This is an optimization exercise on Yosys and OpenROAD, whose aim is small area, a short achievable clock period and few clock cycles, not a production implementation. In this exercise RTL edits were held to simulation tests only and were not proved equivalent to the original.

### flow/config.mk
export PLATFORM = sky130hd
export DESIGN_NAME = muldiv_sequencer
export DESIGN_NICKNAME = muldiv_sequencer
export VERILOG_FILES = /design/flow/design.v
export SDC_FILE = /design/flow/constraint.sdc
export NUM_CORES = 4
export LEC_CHECK = 0
export CAP_MARGIN = 20
export CORE_MARGIN = 2
export CORE_UTILIZATION = 40
export SETUP_SLACK_MARGIN = 5
export SLEW_MARGIN = 20
### flow/constraint.sdc
create_clock -name core_clock -period 11.0 [get_ports {clk}]
set_input_delay 2.2000 -clock core_clock [delete_from_list [all_inputs] [get_ports {clk}]]
set_output_delay 2.2000 -clock core_clock [all_outputs]
set_load 0.01 [all_outputs]
### flow/design.v
`default_nettype none
module muldiv_sequencer #(
  parameter int XLEN = 32
) (
  input  logic            clk,
  input  logic            rst,
  input  logic            start,
  input  logic [2:0]      funct3,
  input  logic [XLEN-1:0] rs1_val,
  input  logic [XLEN-1:0] rs2_val,
  input  logic            flush,
  output logic            stall,
  output logic            busy,
  output logic            done,
  output logic [XLEN-1:0] result
);
  logic        st_mul, st_norm, st_div;    
  logic [3:0]  cnt;                        
  logic        op_hi;                      
  logic        a_sgn;                      
  logic        b_sgn;                      
  logic        neg7;                       
  logic        d_sgn;                      
  logic        neg_res;                    
  logic        sel_s, use_c, inv;          
  logic [31:0] r1, r3;
  logic [33:0] s, c;
  logic        mcy;
  logic accept;
  assign accept = start & ~flush & ~busy;
  assign stall  = busy | (start & ~flush);
  logic is_div, f_sgn_div, dbz, ovf, special;
  assign is_div    = funct3[2];
  assign f_sgn_div = ~funct3[0];
  assign dbz       = (rs2_val == 32'd0);
  assign ovf       = f_sgn_div & (rs1_val == 32'h8000_0000) & (&rs2_val);
  assign special   = dbz | ovf;
  logic [32:0] m_a;
  logic [41:0] pp [8];
  assign m_a = {a_sgn & r1[31], r1};
  always_comb begin
    for (int i = 0; i < 8; i++) begin
      logic [32:0] row;
      row   = (m_a & {33{r3[i]}}) ^ {33{(i == 7) & neg7}};
      pp[i] = 42'({~row[32], row[31:0]}) << i;
    end
  end
  function automatic logic [83:0] csa(input logic [41:0] x, y, z);
    logic [41:0] sm, cy;
    sm  = x ^ y ^ z;
    cy  = ((x & y) | (x & z) | (y & z)) << 1;
    csa = {sm, cy};
  endfunction
  logic [41:0] l1s0, l1c0, l1s1, l1c1, l1s2, l1c2;
  logic [41:0] l2s0, l2c0, l2s1, l2c1;
  logic [41:0] l3s0, l3c0, l3s1, l3c1;
  logic [41:0] l4s0, l4c0;
  logic [41:0] ts, tc;
  logic [8:0]  lowsum;
  assign {l1s0, l1c0} = csa(pp[0], pp[1], pp[2]);
  assign {l1s1, l1c1} = csa(pp[3], pp[4], pp[5]);
  assign {l1s2, l1c2} = csa(pp[6], pp[7], {8'd0, s});
  assign {l2s0, l2c0} = csa(l1s0, l1c0 | {41'd0, mcy}, l1s1);
  assign {l2s1, l2c1} = csa(l1c1, l1s2, l1c2);
  assign {l3s0, l3c0} = csa(l2s0, l2c0, l2s1);
  assign {l3s1, l3c1} = csa(l2c1, {8'd0, c}, 42'd0);
  assign {l4s0, l4c0} = csa(l3s0, l3c0, l3s1);
  assign {ts, tc}     = csa(l4s0, l4c0, l3c1);
  assign lowsum       = {1'b0, ts[7:0]} + {1'b0, tc[7:0]};
  logic        sa, sb;
  logic [31:0] mag_a, mag_b, inv_a, inv_b;
  logic        lt;
  logic [5:0]  na, nb;
  logic [6:0]  s_est;
  logic [4:0]  s_half;
  logic [63:0] norm;
  assign sa    = d_sgn & s[31];
  assign sb    = d_sgn & r1[31];
  assign mag_a = sa ? -s[31:0] : s[31:0];
  assign mag_b = sb ? -r1 : r1;
  assign lt    = mag_a < mag_b;
  assign inv_a = s[31:0] ^ {32{sa}};
  assign inv_b = r1 ^ {32{sb}};
  function automatic logic [5:0] width32(input logic [31:0] v);
    width32 = 6'd0;
    for (int i = 0; i < 32; i++) if (v[i]) width32 = 6'(i + 1);
  endfunction
  assign na     = width32(inv_a) + {5'd0, sa};
  assign nb     = width32(inv_b | 32'd1);
  assign s_est  = {1'b0, na} - {1'b0, nb} + 7'd2;
  assign s_half = s_est[5:1];
  assign norm   = {mag_a, 32'd0} >> {s_half, 1'b0};
  logic [32:0] sh1, sh2, df1, df2;
  logic        q1, q2;
  logic [31:0] rem1, rem2;
  assign sh1  = {s[31:0], r3[31]};
  assign df1  = sh1 - {1'b0, r1};
  assign q1   = ~df1[32];
  assign rem1 = q1 ? df1[31:0] : sh1[31:0];
  assign sh2  = {rem1, r3[30]};
  assign df2  = sh2 - {1'b0, r1};
  assign q2   = ~df2[32];
  assign rem2 = q2 ? df2[31:0] : sh2[31:0];
  always_ff @(posedge clk) begin
    if (rst || flush) begin
      busy    <= 1'b0;
      done    <= 1'b0;
      st_mul  <= 1'b0;
      st_norm <= 1'b0;
      st_div  <= 1'b0;
    end else if (accept) begin
      busy    <= ~(is_div & special);
      done    <= is_div & special;
      st_mul  <= ~is_div;
      st_norm <= is_div & ~special;
      st_div  <= 1'b0;
    end else begin
      done    <= 1'b0;
      if (st_mul && cnt == 4'd0) begin
        st_mul <= 1'b0;
        busy   <= 1'b0;
        done   <= 1'b1;
      end
      if (st_norm) begin
        st_norm <= 1'b0;
        if (lt) begin
          busy <= 1'b0;
          done <= 1'b1;
        end else begin
          st_div <= 1'b1;
        end
      end
      if (st_div && cnt == 4'd0) begin
        st_div <= 1'b0;
        busy   <= 1'b0;
        done   <= 1'b1;
      end
    end
  end
  always_ff @(posedge clk) begin
    if (accept) begin
      op_hi   <= funct3[1];
      a_sgn   <= funct3[1] ^ funct3[0];
      b_sgn   <= ~funct3[1] & funct3[0];
      neg7    <= 1'b0;
      d_sgn   <= f_sgn_div;
      neg_res <= f_sgn_div & (funct3[1] ? rs1_val[31] : rs1_val[31] ^ rs2_val[31]);
      sel_s   <= ~is_div & (funct3[1:0] != 2'b00);
      use_c   <= ~is_div & (funct3[1:0] != 2'b00);
      inv     <= 1'b0;
      cnt     <= 4'd3;
      mcy     <= 1'b0;
      c       <= 34'd0;
      if (!is_div) begin
        r1 <= rs1_val;
        s  <= {2'b01, ~funct3[1] & funct3[0], 31'd0};
        r3 <= rs2_val;
      end else begin
        r1 <= rs2_val;
        s  <= {2'b00, rs1_val};
        r3 <= (dbz & ~funct3[1]) ? 32'hFFFF_FFFF :
              (ovf &  funct3[1]) ? 32'd0 : rs1_val;
      end
    end else begin
      if (st_mul) begin
        s    <= ts[41:8];
        c    <= tc[41:8];
        mcy  <= lowsum[8];
        r3   <= {lowsum[7:0], r3[31:8]};
        cnt  <= cnt - 4'd1;
        neg7 <= b_sgn & (cnt == 4'd1);
      end
      if (st_norm) begin
        if (lt) begin
          if (!op_hi) r3 <= 32'd0;
        end else begin
          r1    <= mag_b;
          s     <= {2'b00, norm[63:32]};
          r3    <= norm[31:0];
          cnt   <= s_half - 5'd1;
          sel_s <= op_hi;
          inv   <= neg_res;
        end
      end
      if (st_div) begin
        s   <= {2'b00, rem2};
        r3  <= {r3[29:0], q1, q2};
        cnt <= cnt - 4'd1;
      end
    end
  end
  logic [31:0] out_x, out_y;
  logic        out_ci;
  assign out_x  = (sel_s ? s[31:0] : r3) ^ {32{inv}};
  assign out_y  = use_c ? c[31:0] : 32'd0;
  assign out_ci = use_c ? mcy : inv;
  assign result = out_x + out_y + {31'd0, out_ci};
endmodule
`default_nettype wire
### flow/run.sh
#!/bin/bash
# synth_recipe.tcl (not shown) runs the flow's synth.tcl, then flattens the netlist and writes it again
# the make line also repeats each setting of config.mk as NAME=value (left out here)
make -C /OpenROAD-flow-scripts/flow DESIGN_CONFIG=/design/flow/config.mk WORK_HOME=/design/flow/orfs CLKGATE_MAP_FILE= SYNTH_SCRIPT=/design/flow/synth_recipe.tcl finish
==> notes.md <==
* RSZ-0062 raised after global routing: true
* Core ar. at 71360 um^2
* Port bufs at 105
* Hpwl dp at 101100 um
* Status: complete, no violations
* Worst-path maximum fanout at 11
* Area of the multi-input gates at 25440 um^2
* Kind of critical path: reg2out
* Site row count at 98
* Startpoint types: flop
* Synth cell count leaders: 370 x inv_1, 336 x nand2_1, 259 x fa_1
* Starting Density at 40.36%
* Routability-driven placement congestion ratio at 1.074
* Post-Syn Area at 28800 um^2
* Synth-to-layout area growth at 26.00%
* Die H at 272.3 um
* Clk latency of the worst-skew pair at 0.53 ns
* Worst endpoint required time at 8.80 ns
* Fin crit period at 6.981 ns
* TritonCTS clock tree: built
* Area post-placement at 30670 um^2
* Vias at 30839
* DRC Markers at 0
* Post-synth top area cell: fa_1
* Setup TNS at 0 ns
* Bufs on Longest Clock Path at 2
* Prevailing post-synth register cell: dfxtp_1
* Worst-path clk slew at 0.07 ns
* Max Cap Viol at 0
* Antenna-violating nets left at 0
* # setup viols final at 0
* Largest net degree at the start of global routing at 76
* Fill count at 6857
* Dpl cells at 4524
* Fin Hold WS at 0.5191 ns
* Die area at 74160 um^2
* Ports at 106
* Width of the die at 272.3 um
* Distinct cell type count after synthesis at 96
* Design Area, Final at 36290 um^2
* Avg Inst Size Synth at 7.892 um^2
* Top area cells in the synthesized netlist: fa_1 18%, ha_1 9.1%, dfxtp_1 7.8%
* Worst Setup Slack, final at 4.019 ns
* DR vias/cell at 6.397
* DR iter-0 viols at 4965
* Wire per inst at 29.71 um
* Clock root buffer: clkbuf_16
* Worst Setup End Kind: output pin
* #FFs+latches synth at 151
* Final cell utilization of the core at 50.85%
* Fin nets at 4392
* Seq/Total Area, Yosys at 11.85%
* Fin crit share at 63.47%
* Gr ovfl total at 0
* Initial antenna violation count at 3
* Register area at 3447 um^2
* Detailed Route WL at 143200 um
* Non-Filler Instances at 4821
* Slew @ Worst Pin at 0.9987 ns
* First-pass GRT wire length at 201300 um
* H-Tree Depth at 4
* F_max at 143.2 MHz
* Dpl ws at 2.794 ns
* Num CTS Buffers at 17
* Final hold vios at 0
* Initial DRT Pass Iterations at 10
* Post-synth EDFFs at 39
* Clock sink count at 151
* Ratio of cells with drive above 1 in the final layout at 20.12%
* Crit path DAT at 4.78 ns
* Hold Crit Class: reg2reg
* Share of the synthesized area in the top cell type at 18.00%
* Post-Syn Nets at 4188
* Relative slew slack at 33.42%
* Clock Skews at 0.01924 ns
* FFs w/ async S/R, synth at 0%
* GR Util All Layers at 37.05%
* Slew Limit Fails at 0
* Top-count cell post-synth: inv_1
* Syn Inst Count at 3649
* Ys Warns at 2
* Number of global-route vias before repair at 29010
cells by family (layout without fill, tap and decap cells):
group                    Yosys count  in the layout  share of synthesized area (%)
flip-flops                       151            151                          11.85
other                              0              5                              0
AND/OR/NAND/NOR                 1101           1104                          18.91
adder cells (fa/ha/maj)          468            468                          27.08
multiplexers                     189            189                          6.812
AO/OA/AOI/OAI                    905            905                          20.52
buffers and inverters            619            832                          8.181
XOR/XNOR                         216            217                          6.634
final timing paths:
kind                              start    endpoint  slack [ns]  cells after the start
worst max register to register   r3[31]        s[7]        4.26                     31
worst min register to register  neg_res         inv        0.52                      2
worst max-delay path              sel_s  result[31]        4.02                     17
worst min-delay path            neg_res         inv        0.52                      2
placed cells by master, fill, tap and decap left out, types with 28 or more instances in the layout:
cell             netlist  routed
and2_1               220     216
nor2_1               225     207
xor2_1                54      51
o21ai_1               10      41
xnor2_1              161     152
clkdlybuf4s50_1        0      78
o21ai_0              207     135
a21oi_1              218     169
nand2_1              336     317
buf_6                  1      36
buf_4                  3     222
a31oi_1               35      28
buf_12                 0      29
fa_1                 259     255
nor2b_1               49      45
nor3_1                62      54
nand3_1               65      60
a211oi_1              56      43
o21ai_2                2      37
inv_1                370     359
dfxtp_1              112      95
o211ai_1              40      40
a21oi_2                3      46
ha_1                 209     197
edfxtp_1              39      39
mux2i_1              174     136
a21o_1                63      63
flip-flops by register name (all words and copies together) (netlist names), 4 cells and up:
name,cells
r3,32
cnt,4
c,34
r1,32
s,34
per-layer routing:
| layer | up-vias | track usage, % | wire length (um) |
|---|---|---|---|
| met5 | - | 0 | 0 |
| met4 | 0 | 19.35 | 9811 |
| met3 | 609 | 11.98 | 19680 |
| met2 | 2257 | 53.80 | 58400 |
| met1 | 14968 | 48.89 | 55330 |
| li1 | 13005 | - | - |
layout make-up:
cell class                      count  share of cell area (%)
Antenna cell                        5                 0.03448
Clock buffer                       19                   1.248
Clock inverter                     13                  0.3000
Inverter                          382                   4.034
Multi-Input combinational cell   2883                   70.11
Sequential cell                   151                   9.499
Tap cell                          950                   3.276
Timing Repair Buffer              418                   11.50
critical path, stage by stage (launching register included):
cell,delay [ns]
edfxtp_1,0.43
buf_6,0.14
buf_4,0.18
buf_12,0.17
buf_4,0.13
mux2i_1,0.57
xnor2_1,0.15
ha_1,0.36
and4_1,0.22
nand3_1,0.15
a211oi_4,0.30
o21a_2,0.22
o31ai_4,0.10
a31o_4,0.29
o21ai_2,0.15
a21oi_2,0.09
xnor2_2,0.39
buf_2,0.22
timing repair:
action,CTS,global route
endpoints found under the hold margin,0,0
gates cloned,12,9
endpoints found under the setup margin,134,110
setup buffers,159,80
resized for setup,470,261
hold buffers,0,0
pin swaps,101,139
Testbench counts, summed over its fixed seeds: cycles 22,228.

## what the ideal ports hide
The flow's constraints put no driver on any port. The routed layout listed below was extracted and timed again, unchanged, in two steps. Step 1: set_driving_cell puts a clkbuf_16 on clk and a buf_2 on each other input, an assumption about the parent block. Step 2, shift: input delay + t, output delay - t, t = (earliest + latest rising clock arrival at the registers) / 2. This alone moves slack from input paths to output paths. a / b / c = no drivers / after step 1 / after step 2; a / b = the first two.
t (ns): 0.587
slack for setup (ns): 4.019 / 3.954 / 4.262
latest minus earliest clock arrival (ns): 0.019 / 0.019
After both steps this run still meets setup and hold. For this run, drivers alone change the setup slack by -0.065 ns; drivers and shift together by +0.243 ns.
